From an optimization exercise on the open Yosys and OpenROAD flow, aimed at small area, a short achievable clock period and few clock cycles; shortcuts taken in it are not production practice. At most, simulation tests tie the RTL to the original design; equivalence was not proved. Power is estimated from default activity; no workload was simulated.

## netflow_v5_packet_builder_core
module netflow_v5_packet_builder_core #(
	parameter int unsigned RECORDS_PER_PACKET = 30
) (
	input  logic        clk,
	input  logic        arst_n,
	input  logic        flow_valid,
	output logic        flow_ready,
	input  logic [31:0] flow_src_ip,
	input  logic [31:0] flow_dst_ip,
	input  logic [31:0] flow_packet_count,
	input  logic [31:0] flow_byte_count,
	input  logic [63:0] flow_first_seen,
	input  logic [63:0] flow_last_seen,
	input  logic [15:0] flow_src_port,
	input  logic [15:0] flow_dst_port,
	input  logic [7:0]  flow_tcp_flag_bits,
	input  logic [7:0]  flow_protocol,
	input  logic        flow_end_of_batch,
	output logic        words_valid,
	input  logic        words_ready,
	output logic [8:0]  words_word_index,
	output logic [31:0] words_data_word,
	output logic        words_last_of_packet
);
	function automatic logic [8:0] div125_r4(input logic [6:0] r, input logic [1:0] d);
		logic [9:0] x, x1, x2, x3;
		logic [1:0] q;
		logic [6:0] ro;
		x  = {1'b0, r, d};
		x1 = x - 10'd125;
		x2 = x - 10'd250;
		x3 = x - 10'd375;
		if (!x3[9]) begin
			q  = 2'd3;
			ro = x3[6:0];
		end else if (!x2[9]) begin
			q  = 2'd2;
			ro = x2[6:0];
		end else if (!x1[9]) begin
			q  = 2'd1;
			ro = x1[6:0];
		end else begin
			q  = 2'd0;
			ro = x[6:0];
		end
		div125_r4 = {q, ro};
	endfunction
	logic [31:0] r_src, r_dst, r_pc, r_bc, r_ports;
	logic [7:0]  r_flags, r_proto;
	logic [31:0] sf, sl;            
	logic [23:0] uf, ul;            
	logic [6:0]  rf, rl;            
	logic [31:0] base_q, seq_q, h_up, h_secs, h_ns;
	logic [4:0]  cnt_q, hcnt_q;
	logic        opn_q;             
	logic [8:1]  k_q;
  ...
Settings: LEC_CHECK=0, CAP_MARGIN=20, CORE_MARGIN=2, CORE_UTILIZATION=40, PLACE_DENSITY=0.6, SETUP_SLACK_MARGIN=5, SLEW_MARGIN=20; clock period 10.0 ns.
run.sh (not shown) runs the stock make flow with config.mk's settings and CLKGATE_MAP_FILE= SYNTH_SCRIPT=/design/flow/synth_recipe.tcl, a recipe that flattens the netlist after the stock synthesis.
Change:
- SETUP_SLACK_MARGIN: 5 -> not set
The new run ran to the end with no violations; utilization came out lower by 0.48 points; via count stays flat; sequential share of layout area increases by 0.39 points; design area is lower by 0.97%; worst hold slack is about the same; wire length grows by 0.62%.
No functional check of the RTL was part of any run of this note.

* * *

netflow_v5_packet_builder_core, a different RTL version from the one above (not shown whole).
Size in the first run: roughly 2600 cells after synthesis, ~350 I/O pins, ~29000 um^2 of cells after synthesis.
export LEC_CHECK = 0
export CAP_MARGIN = 20
export CORE_MARGIN = 2
export CORE_UTILIZATION = 65
export CTS_BUF_LIST = sky130_fd_sc_hd__clkbuf_4 sky130_fd_sc_hd__clkbuf_8
export CTS_CLUSTER_DIAMETER = 60
export CTS_CLUSTER_SIZE = 14
export PLACE_DENSITY = 0.8
export SETUP_SLACK_MARGIN = 5
export SLEW_MARGIN = 20
export TNS_END_PERCENT = 0
create_clock -name core_clock -period 10.0 [get_ports {clk}]
standard.sh (not shown) runs the stock make flow with config.mk's settings and CLKGATE_MAP_FILE= SYNTH_SCRIPT=/design/flow/synth_recipe.tcl, a recipe that flattens the netlist after the stock synthesis.
==> flow/flow/run.sh <==
#!/bin/bash
set -euo pipefail
export BUFFER_PORTS_ARGS="-buffer_cell sky130_fd_sc_hd__buf_1"
bash standard.sh SETUP_SLACK_MARGIN=6.5 finish > layout.log 2>&1
Testbench counts at the start, summed over its fixed seeds: cycles 40,362.
Edit:
- CTS_BUF_LIST: sky130_fd_sc_hd__clkbuf_4 sky130_fd_sc_hd__clkbuf_8 -> sky130_fd_sc_hd__clkbuf_8 sky130_fd_sc_hd__clkbuf_16
- CTS_CLUSTER_DIAMETER: 60 -> 100
- CTS_CLUSTER_SIZE: 14 -> 20
What happened: Via count came out lower by 1.2%; first-iteration DRC count climbs by 2.3%; global-route usage drops by 0.32 points; routed wire length fell by 0.35%; clock skew climbs by 5.0 ps; non-clock buffer count decreases by 6.

* * *

The RTL this note starts from:
==> flow/design.v <==
`timescale 1ns / 1ps
`default_nettype none
package nfv5_pkg;
	localparam logic [15:0] NF_VERSION = 16'd5;
	localparam int unsigned HDR_WORDS = 6;
	localparam int unsigned REC_WORDS = 12;
	localparam int unsigned DIV1000_MUL_W = 29;
	localparam logic [DIV1000_MUL_W-1:0] DIV1000_MUL = 29'd274877907;
	localparam int unsigned DIV1000_SHIFT = 38;
	localparam int unsigned MS_Q_W = 23;
	localparam logic [31:0] K1000 = 32'd1000;
	typedef struct packed {
		logic [31:0] src_ip;
		logic [31:0] dst_ip;
		logic [31:0] packet_count;
		logic [31:0] byte_count;
		logic [31:0] ms_first;
		logic [31:0] ms_last;
		logic [31:0] epoch_secs;
		logic [31:0] epoch_nsecs;
		logic [15:0] src_port;
		logic [15:0] dst_port;
		logic [7:0]  tcp_flag_bits;
		logic [7:0]  protocol;
		logic        end_of_batch;
	} flow_ms_t;
endpackage
`default_nettype wire
`timescale 1ns / 1ps
`default_nettype none
module netflow_v5_packet_builder_core #(
	parameter int unsigned RECORDS_PER_PACKET = 30
) (
	input  logic        clk,
	input  logic        arst_n,
	input  logic        flow_valid,
	output logic        flow_ready,
	input  logic [31:0] flow_src_ip,
	input  logic [31:0] flow_dst_ip,
	input  logic [31:0] flow_packet_count,
	input  logic [31:0] flow_byte_count,
	input  logic [63:0] flow_first_seen,
	input  logic [63:0] flow_last_seen,
	input  logic [15:0] flow_src_port,
	input  logic [15:0] flow_dst_port,
	input  logic [7:0]  flow_tcp_flag_bits,
	input  logic [7:0]  flow_protocol,
	input  logic        flow_end_of_batch,
	output logic        words_valid,
	input  logic        words_ready,
	output logic [8:0]  words_word_index,
	output logic [31:0] words_data_word,
	output logic        words_last_of_packet
);
	function automatic logic [8:0] div125_r4(input logic [6:0] r, input logic [1:0] d);
		logic [9:0] x, x1, x2, x3;
		logic [1:0] q;
		logic [6:0] ro;
		x  = {1'b0, r, d};
		x1 = x - 10'd125;
		x2 = x - 10'd250;
		x3 = x - 10'd375;
		if (!x3[9]) begin
			q  = 2'd3;
			ro = x3[6:0];
		end else if (!x2[9]) begin
			q  = 2'd2;
			ro = x2[6:0];
		end else if (!x1[9]) begin
			q  = 2'd1;
			ro = x1[6:0];
		end else begin
			q  = 2'd0;
			ro = x[6:0];
		end
		div125_r4 = {q, ro};
	endfunction
	function automatic logic [9:0] div125_top(input logic [8:0] x);
		logic [2:0] q;
		logic [8:0] ro;
		if (x >= 9'd500) begin
			q  = 3'd4;
			ro = x - 9'd500;
		end else if (x >= 9'd375) begin
			q  = 3'd3;
			ro = x - 9'd375;
		end else if (x >= 9'd250) begin
			q  = 3'd2;
			ro = x - 9'd250;
		end else if (x >= 9'd125) begin
			q  = 3'd1;
			ro = x - 9'd125;
		end else begin
			q  = 3'd0;
			ro = x;
		end
		div125_top = {q, ro[6:0]};
	endfunction
	logic [31:0] r_src, r_dst, r_pc, r_bc, r_ports;
	logic [7:0]  r_flags, r_proto;
	logic [31:0] sf, sl;            
	logic [22:0] uf, ul;            
	logic [6:0]  rf, rl;            
	logic [31:0] base_q, seq_q, h_up, h_secs;
	logic [31:0] h_ns;
	logic [4:0]  cnt_q, hcnt_q;
	logic        opn_q;             
	logic        seq_c;             
	logic [8:1]  k_q;
	logic        c_b0, c_opn;       
	logic        c_gt;              
	logic        fr_q, nb_q, nclose_q, pend_q, pend_close_q, wrap_q;
	logic [4:0]  np_q;              
	logic        ov_q, olast_q;
	logic [8:0]  oidx_q;
	logic [31:0] od_q;
	logic       take, close_in;
	logic [4:0] cnt_in;
	assign take     = flow_valid && fr_q;
	assign cnt_in   = opn_q ? 5'd1 : cnt_q + 5'd1;
	assign close_in = (cnt_in == 5'(RECORDS_PER_PACKET)) || flow_end_of_batch;
	logic        k_div, k_mul, k_ns, k_idle;
	logic [9:0]  tf, tl;
	logic [8:0]  f1, f2, l1, l2;
	logic [31:0] qf, ql;
	logic [31:0] f_a, f_b, f_sum, l_a, l_b, l_sum;
	logic        f_ci, l_ci, l_co;
	assign k_div  = |k_q[5:1];
	assign k_mul  = |k_q[3:1];
	assign k_ns   = k_q[5] || k_q[7] || k_q[8];
	assign k_idle = !(|k_q);
	assign tf = div125_top(flow_first_seen[31:23]);
	assign tl = div125_top(flow_last_seen[31:23]);
	assign f1 = div125_r4(rf, uf[19:18]);
	assign f2 = div125_r4(f1[6:0], uf[17:16]);
	assign l1 = div125_r4(rl, ul[19:18]);
	assign l2 = div125_r4(l1[6:0], ul[17:16]);
	assign qf = {9'd0, uf};
	assign ql = {9'd0, ul};
	always_comb begin
		f_a  = sf;
		f_b  = qf;
		f_ci = 1'b0;
		l_a  = sl;
		l_b  = ql;
		l_ci = 1'b0;
		if (k_mul) begin
			f_b = sf << 2;
			l_b = sl << 2;
		end else if (k_q[4]) begin
			f_b  = c_b0 ? 32'd0 : ~base_q;
			f_ci = !c_b0;
			l_b  = c_b0 ? ~sf : ~base_q;
			l_ci = 1'b1;
		end else if (k_q[7]) begin
			l_b  = c_b0 ? ~qf : ~sf;
			l_ci = 1'b1;
		end
		if (k_ns) begin
			f_a = h_ns;
			f_b = h_ns << 2;
		end
	end
	assign f_sum = f_a + f_b + 32'(f_ci);
	assign {l_co, l_sum} = {1'b0, l_a} + {1'b0, l_b} + 33'(l_ci);
	logic adv, avail, load, last_np;
	assign adv     = !ov_q || words_ready;
	assign avail   = (np_q == 5'd6 || np_q == 5'd7) ? (k_q[8] || k_idle) : 1'b1;
	assign load    = adv && nb_q && avail;
	assign last_np = nclose_q ? (np_q == 5'd17) : (np_q == 5'd11);
	logic       nb_n, nclose_n, pend_n, pend_close_n, fr_n;
	logic [4:0] np_n;
	always_comb begin
		nb_n         = nb_q;
		nclose_n     = nclose_q;
		pend_n       = pend_q;
		pend_close_n = pend_close_q;
		np_n         = np_q;
		if (take) begin
			pend_n       = 1'b1;
			pend_close_n = close_in;
		end
		if (load) begin
			np_n = np_q + 5'd1;
			if (last_np) nb_n = 1'b0;
		end
		if (!nb_n && pend_n) begin
			nb_n     = 1'b1;
			np_n     = 5'd0;
			nclose_n = pend_close_n;
			pend_n   = 1'b0;
		end
		fr_n = !pend_n && (!nb_n || (nclose_n ? (np_n >= 5'd16) : (np_n >= 5'd10)));
	end
	logic [31:0] word;
	always_comb begin
		case (np_q)
			5'd0:    word = r_src;
			5'd1:    word = r_dst;
			5'd4:    word = r_pc;
			5'd5:    word = r_bc;
			5'd6:    word = c_gt ? sl : sf;
			5'd7:    word = sl;
			5'd8:    word = r_ports;
			5'd9:    word = {8'h00, r_flags, r_proto, 8'h00};
			5'd12:   word = {16'd5, 11'd0, cnt_q};
			5'd13:   word = h_up;
			5'd14:   word = h_secs;
			5'd15:   word = h_ns;
			5'd16:   word = seq_q;
			default: word = 32'd0;
		endcase
	end
	always_ff @(posedge clk or negedge arst_n) begin
		if (!arst_n) begin
			fr_q         <= 1'b1;
			nb_q         <= 1'b0;
			nclose_q     <= 1'b0;
			pend_q       <= 1'b0;
			pend_close_q <= 1'b0;
			np_q         <= 5'd0;
			wrap_q       <= 1'b0;
			ov_q         <= 1'b0;
			oidx_q       <= 9'd5;
			k_q          <= '0;
			opn_q        <= 1'b1;
			cnt_q        <= 5'd0;
			hcnt_q       <= 5'd0;
			base_q       <= 32'd0;
			seq_q        <= 32'd0;
			seq_c        <= 1'b0;
		end else begin
			fr_q         <= fr_n;
			nb_q         <= nb_n;
			nclose_q     <= nclose_n;
			pend_q       <= pend_n;
			pend_close_q <= pend_close_n;
			np_q         <= np_n;
			if (adv) ov_q <= load;
			seq_c <= 1'b0;
			if (load) begin
				oidx_q <= wrap_q ? 9'd0 : oidx_q + 9'd1;
				wrap_q <= nclose_q && (np_q == 5'd11);
				if (np_q == 5'd12) hcnt_q <= cnt_q;
				if (np_q == 5'd16) {seq_c, seq_q[7:0]} <= {1'b0, seq_q[7:0]} + 9'(hcnt_q);
			end
			if (seq_c) seq_q[31:8] <= seq_q[31:8] + 24'd1;
			k_q <= {k_q[7:1], take};
			if (take) begin
				opn_q <= close_in;
				cnt_q <= cnt_in;
			end
			if (k_q[6] && c_b0) base_q <= f_sum;
		end
	end
	always_ff @(posedge clk) begin
		if (adv) begin
			od_q    <= word;
			olast_q <= (np_q == 5'd17);
		end
		if (fr_q) begin
			r_src   <= flow_src_ip;
			r_dst   <= flow_dst_ip;
			r_pc    <= flow_packet_count;
			r_bc    <= flow_byte_count;
			r_ports <= {flow_src_port, flow_dst_port};
			r_flags <= flow_tcp_flag_bits;
			r_proto <= flow_protocol;
			sf      <= {flow_first_seen[60:32], 3'd0};
			sl      <= {flow_last_seen[60:32], 3'd0};
			uf      <= {tf[9:7], flow_first_seen[22:3]};
			ul      <= {tl[9:7], flow_last_seen[22:3]};
			rf      <= tf[6:0];
			rl      <= tl[6:0];
			c_b0    <= (base_q == 32'd0);
			c_opn   <= opn_q;
			if (opn_q) begin
				h_secs <= flow_last_seen[63:32];
				h_ns   <= {flow_last_seen[28:0], 3'd0};
			end
		end else begin
			if (k_div) begin
				uf[19:0] <= {uf[15:0], f1[8:7], f2[8:7]};
				rf <= f2[6:0];
				ul[19:0] <= {ul[15:0], l1[8:7], l2[8:7]};
				rl <= l2[6:0];
			end
			if (k_mul || k_q[4] || k_q[6]) sf <= (k_q[6] && c_b0) ? 32'd0 : f_sum;
			if (k_mul || k_q[4] || k_q[6] || (k_q[7] && c_b0)) sl <= l_sum;
			if (k_q[7]) c_gt <= !c_b0 && !l_co;
			if (c_opn && k_ns) h_ns <= f_sum;
			if (c_opn && k_q[7]) h_up <= c_b0 ? l_sum : sl;
		end
	end
	assign flow_ready           = fr_q;
	assign words_valid          = ov_q;
	assign words_word_index     = oidx_q;
	assign words_data_word      = od_q;
	assign words_last_of_packet = olast_q;
endmodule
`default_nettype wire
Settings: LEC_CHECK=0, CAP_MARGIN=20, CORE_MARGIN=2, CORE_UTILIZATION=40, PLACE_DENSITY=0.6, SETUP_SLACK_MARGIN=5, SLEW_MARGIN=20; clock period 10.0 ns.
run.sh (not shown) runs the stock make flow with config.mk's settings and CLKGATE_MAP_FILE= SYNTH_SCRIPT=/design/flow/synth_recipe.tcl, a recipe that flattens the netlist after the stock synthesis.
Stock flow here: none of the scripts above is used.
The first run ran to the end with no violations.
Edit:
==> flow/flow/run.sh (new file) <==
#!/bin/bash
set -euo pipefail
bash standard.sh SETUP_SLACK_MARGIN=6.5 finish > layout.log 2>&1
==> flow/standard.sh (new file) <==
#!/bin/bash
# synth_recipe.tcl (not shown) runs the flow's synth.tcl, then flattens the netlist and writes it again
# the make line also repeats each setting of config.mk as NAME=value (left out here)
make -C /OpenROAD-flow-scripts/flow DESIGN_CONFIG=/design/flow/config.mk WORK_HOME=/design/flow/orfs CLKGATE_MAP_FILE= SYNTH_SCRIPT=/design/flow/synth_recipe.tcl "${@:-finish}"
TNS_END_PERCENT = 0   (was not set)
removed: flow/run.sh
After rerunning:
- The new run ran to the end with no violations
- total power climbs by 9.9%
- cell area rises by 5.6%
- clock power rose by 9.9%
- flip-flop and latch count does not change
- wire length came out higher by 5.7%
- first-iteration DRC count came out lower by 7.4%
- final cell count came out higher by 2.7%
- die area is unchanged
- fmax rises by 11%
- worst hold slack improved by 47 ps
No run of this note included a check of the RTL's function; only the layout flow was run.

-- re-timing with driven ports --
The flow's constraints put no driver on any port. The routed layouts listed below were extracted and timed again, unchanged, in two steps. Step 1, drivers: a clkbuf_16 drives clk and a buf_2 each remaining input, both assumed. Step 2 also shifts input and output timing later by t, the mid clock arrival at the registers, as if the neighbouring blocks saw the same clock. Slacks: ideal ports / drivers / drivers and shift; pairs: ideal ports / drivers.
run | shift t [ns] | setup WS [ns] | hold WS [ns] | clock arrival spread, ns | worst slew at a driven data input, ns
the first run of note 1 | 0.716 | 5.047 / 5.047 / 5.047 | 0.430 / 0.430 / 0.430 | 0.055 / 0.055 | 0.14
the second run of note 1 | 0.711 | 3.873 / 3.873 / 3.873 | 0.427 / 0.427 / 0.427 | 0.042 / 0.042 | 0.17
the first run of note 2 | 0.738 | 6.009 / 6.009 / 5.427 | 0.406 / 0.406 / 0.406 | 0.037 / 0.037 | 0.09
the second run of note 2 | 0.673 | 5.963 / 5.963 / 5.449 | 0.413 / 0.413 / 0.413 | 0.039 / 0.039 | 0.08
the first run of note 3 | 0.694 | 5.168 / 5.191 / 4.517 | 0.416 / 0.416 / 0.416 | 0.018 / 0.018 | 0.12
the second run of note 3 | 0.691 | 5.656 / 5.656 / 5.192 | 0.463 / 0.463 / 0.463 | 0.012 / 0.011 | 0.09
After both steps setup and hold are still met in every run listed. The setup slack of the first run of note 3, which loses most, moves by +0.023 ns with the drivers and by -0.651 ns with both steps.
